From an optimization exercise on the open Yosys and OpenROAD flow, aimed at small area; shortcuts taken in it are not production practice.
Only simulation tests tie the RTL to the original design; equivalence was not proved.
No activity file was given, so power comes from the tool's default toggle rates. The clock port is modelled as an ideal driver; clocking choices that lean on that would not hold on a real chip.

Setup of east:
==> flow/design.v <==
package stream_fifo_pkg;
    localparam int IO_WIDTH          = 128;
    localparam int FLAG_BITS         = 2;
    localparam int FIFO_DEPTH        = 16;
    localparam int FIFO_DEPTH_MARGIN = 2;
    typedef enum logic [1:0] {
        OP_IDLE = 2'b00,
        OP_POP  = 2'b01,
        OP_PUSH = 2'b10,
        OP_BOTH = 2'b11
    } fifo_op_e;
    function automatic int clog2(input int value);
        int r;
        int v;
        r = 0;
        v = value - 1;
        while (v > 0) begin
            r = r + 1;
            v = v >> 1;
        end
        clog2 = r;
    endfunction
endpackage
module fifo_ram (
    input  logic q,
    input  logic hold,
    input  logic up,
    input  logic shift,
    input  logic wdata,
    input  logic wr,
    output logic d
);
    assign d = ~((q & hold) | (up & shift) | (wdata & wr));
endmodule
module fifo_ram_top (
    input  logic q,
    input  logic wr,
    input  logic wdata,
    input  logic keep_n,
    output logic d
);
    assign d = ~((q | wr) & (wdata | keep_n));
endmodule
module stream_fifo #(
    parameter int DATA_WIDTH = stream_fifo_pkg::IO_WIDTH + stream_fifo_pkg::FLAG_BITS,
    parameter int DEPTH      = stream_fifo_pkg::FIFO_DEPTH,
    parameter int AF_MARGIN  = stream_fifo_pkg::FIFO_DEPTH_MARGIN,
    parameter int AE_LEVEL   = 1
) (
    input  logic                    clk,
    input  logic                    rst_n,
    input  logic                    flush,
    input  logic                    s_valid,
    output logic                    s_ready,
    input  logic [DATA_WIDTH-1:0]   s_data,
    output logic                    m_valid,
    input  logic                    m_ready,
    output logic [DATA_WIDTH-1:0]   m_data,
    output logic [stream_fifo_pkg::clog2(DEPTH):0]   count,
    output logic                    full,
    output logic                    empty,
    output logic                    almost_full,
    output logic                    almost_empty,
    output logic [stream_fifo_pkg::clog2(DEPTH):0]   max_count
);
    localparam int AW = stream_fifo_pkg::clog2(DEPTH);
    localparam int CW = AW + 1;
    localparam logic [CW-1:0] CNT_FULL = CW'(DEPTH);
    localparam logic [CW-1:0] CNT_AF   = CW'(DEPTH - AF_MARGIN);
    localparam logic [CW-1:0] CNT_AE   = CW'(AE_LEVEL);
    logic [CW-1:0]         count_q, count_d;
    logic [CW-1:0]         max_count_q;
    logic [CW-1:0]         widx;
    logic [DEPTH-1:0]      wr, shift, hold;
    logic                  push, pop;
    logic [DATA_WIDTH-1:0] mem [DEPTH];
    logic [DATA_WIDTH-1:0] mem_d [DEPTH];
    logic [DEPTH-1:0]      inv_q, inv_d;
    assign s_ready = (count_q != CNT_FULL);
    assign m_valid = (count_q != '0);
    assign push = s_valid && s_ready && !flush;
    assign pop  = m_valid && m_ready && !flush;
    assign widx = count_q - CW'(pop);
    for (genvar i = 0; i < DEPTH; i++) begin : g_row
        assign wr[i]    = push && (widx == CW'(i));
        assign shift[i] = pop && !wr[i];
        assign hold[i]  = !pop && !wr[i];
        if (i < DEPTH - 1) begin : g_mid
            assign inv_d[i] = wr[i] || (pop ? !inv_q[i+1] : !inv_q[i]);
            for (genvar j = 0; j < DATA_WIDTH; j++) begin : g_bit
                fifo_ram u_cell (
                    .q     (mem[i][j]),
                    .hold  (hold[i]),
                    .up    (mem[i+1][j]),
                    .shift (shift[i]),
                    .wdata (s_data[j]),
                    .wr    (wr[i]),
                    .d     (mem_d[i][j])
                );
            end
        end else begin : g_top
            assign inv_d[i] = wr[i] || !inv_q[i];
            for (genvar j = 0; j < DATA_WIDTH; j++) begin : g_bit
                fifo_ram_top u_cell (
                    .q      (mem[i][j]),
                    .wr     (wr[i]),
                    .wdata  (s_data[j]),
                    .keep_n (!wr[i]),
                    .d      (mem_d[i][j])
                );
            end
        end
        always_ff @(posedge clk) begin
            mem[i]   <= mem_d[i];
            inv_q[i] <= inv_d[i];
        end
    end
    assign m_data = mem[0] ^ {DATA_WIDTH{inv_q[0]}};
    always_comb begin
        count_d = count_q;
        if (push && !pop) count_d = count_q + CW'(1);
        if (pop && !push) count_d = count_q - CW'(1);
    end
    always_ff @(posedge clk or negedge rst_n) begin
        if (!rst_n) begin
            count_q     <= '0;
            max_count_q <= '0;
        end else if (flush) begin
            count_q     <= '0;
            max_count_q <= '0;
        end else begin
            count_q <= count_d;
            if (count_d > max_count_q) max_count_q <= count_d;
        end
    end
    assign count        = count_q;
    assign max_count    = max_count_q;
    assign full         = (count_q == CNT_FULL);
    assign empty        = (count_q == '0);
    assign almost_full  = (count_q >= CNT_AF);
    assign almost_empty = (count_q <= CNT_AE);
endmodule
==> flow/config.mk <==
export PLATFORM = sky130hd
export DESIGN_NAME = stream_fifo
export DESIGN_NICKNAME = stream_fifo
export VERILOG_FILES = /design/flow/design.v
export SDC_FILE = /design/flow/constraint.sdc
export NUM_CORES = 4
export LEC_CHECK = 0
export CAP_MARGIN = 20
export CORE_MARGIN = 2
export CORE_UTILIZATION = 50
export CTS_CLUSTER_DIAMETER = 80
export CTS_CLUSTER_SIZE = 30
export SLEW_MARGIN = 20
export SYNTH_HIERARCHICAL = 1
==> flow/constraint.sdc <==
create_clock -name core_clock -period 5.0 [get_ports {clk}]
set_input_delay 1.0000 -clock core_clock [delete_from_list [all_inputs] [get_ports {clk}]]
set_output_delay 1.0000 -clock core_clock [all_outputs]
set_load 0.01 [all_outputs]
standard.sh (not shown) runs the stock make flow with config.mk's settings and CLKGATE_MAP_FILE= SYNTH_SCRIPT=/design/flow/synth_recipe.tcl, a recipe that flattens the netlist after the stock synthesis.
==> flow/flow/run.sh <==
#!/bin/bash
# Layout flow: the standard ORFS flow, with two changes to how the
# layout is built:
#  - port buffers use buf_1 instead of the resizer's default pick;
#  - clock tree synthesis clusters up to 30 sinks within 80 um per leaf
#    buffer and inserts no dummy loads.
# Everything else (synthesis, floorplan, power grid, placement, routing)
# is the standard flow.
set -euo pipefail
export BUFFER_PORTS_ARGS="-buffer_cell sky130_fd_sc_hd__buf_1"
export CTS_ARGS="-sink_clustering_enable -repair_clock_nets -dont_use_dummy_load -sink_clustering_size 30 -sink_clustering_max_diameter 80"
bash standard.sh finish > standard_flow.log 2>&1
diff inputs: east => south
Settings: an added PLACE_DENSITY of 0.75; a change of CORE_UTILIZATION from 50 to 65.
Notes after the runs:
Average via count per standard cell, east and south: smaller value in east
On number of placed instances with taps included: between east and south, it ends up higher for east.
Measured against each other, east and south differ in starting density of the core, the higher figure coming from south.
On worst reg-to-reg setup slack, the higher figure sits with south, not east.
On overall routing resource usage: south sits above east.
On proportion of final cell area spent on non-clock buffers, east and south are basically level.
In the metrics for east and south, the one carrying the higher worst slack at placement is east.
Part of the total power dissipated in the clock network: south vs east down 0.5 points
Floorplan check, south vs east: die outline smaller in south
south against east: routed length on met3 now larger; routed metal-1 wirelength lower.

========
Setup of the baseline:
Another version of the RTL of stream_fifo (not shown whole).
Size: ~6500 cells after synthesis, ~70000 sq um of cells after synthesis.
Settings: LEC_CHECK=0, CAP_MARGIN=20, CORE_MARGIN=2, CORE_UTILIZATION=50, CTS_CLUSTER_DIAMETER=80, CTS_CLUSTER_SIZE=30, SLEW_MARGIN=20, SYNTH_HIERARCHICAL=1; clock period 5.0 ns.
Scripts as last shown in full above: flow/flow/run.sh
The baseline finished every step from synthesis to the final layout, and the layout passed the timing, DRC and antenna checks.
The inputs of the candidate differ from those of the baseline as listed below.
--- a/flow/config.mk
+++ b/flow/config.mk
@@ -9,5 +9,6 @@
 export CORE_MARGIN = 2
-export CORE_UTILIZATION = 50
+export CORE_UTILIZATION = 65
 export CTS_CLUSTER_DIAMETER = 80
 export CTS_CLUSTER_SIZE = 30
+export PLACE_DENSITY = 0.75
 export SLEW_MARGIN = 20
Notes after the runs:
- Row post-placement worst setup slack: the candidate higher / the baseline lower
- Sort the candidate and the baseline by synthesis-to-layout area growth asc -> top: the candidate
- Against the baseline, the candidate comes in 0.4 points higher on share of total power in combinational logic.
- Taking the baseline as the reference, in the candidate worst max-slew margin expressed relative to the limit increased by 4.0 points relative to the old numbers, final period demand of the worst path rose by 0.22 ns, power attributed to combinational cells was more or less identical.
- Post-route non-filler standard cell count in the candidate vs the baseline: down 6.1%
- Looking at global-route usage, the candidate sits above the baseline.
- Re number of buffers outside the clock class in the layout: the candidate is about 0.9% down on the baseline.
- What the baseline reported for wire length of the first global-routing pass has to be multiplied by 0.948 to get the figure for the candidate.

==> port drivers added, routing unchanged <==
In the flow no input, the clock included, has a driving cell. The finished layouts below were timed again as built, in two steps. Step 1 (the two cells are an assumption about what drives the block):
set clk [get_ports {clk}]
set_driving_cell -lib_cell sky130_fd_sc_hd__clkbuf_16 $clk
set_driving_cell -lib_cell sky130_fd_sc_hd__buf_2 [delete_from_list [all_inputs] $clk]
Step 2 times the ports against the registers' clock, not the clock port: input delays grow and output delays shrink by t, the midpoint of the rising clock arrivals with the driver on. a / b / c = no drivers / after step 1 / after step 2; a / b = the first two.
run | shift t [ns] | setup slack, ns | worst setup path at the end | clock arrival spread, ns | worst data-port slew with drivers (ns)
east | 0.762 | 0.376 / 0.376 / 0.336 | input to register | 0.079 / 0.078 | 0.13
south | 0.746 | 0.448 / 0.448 / 0.278 | input to register | 0.084 / 0.085 | 0.13
the baseline | 0.811 | 0.473 / 0.388 / 0.592 | input to register | 0.095 / 0.094 | 0.21
the candidate | 0.766 | 0.249 / 0.165 / 0.922 | input to register | 0.071 / 0.071 | 0.20
After both steps every run listed still meets setup and hold. For south, which loses most, drivers alone change the setup slack by 0.000 ns; drivers and shift together by -0.170 ns.
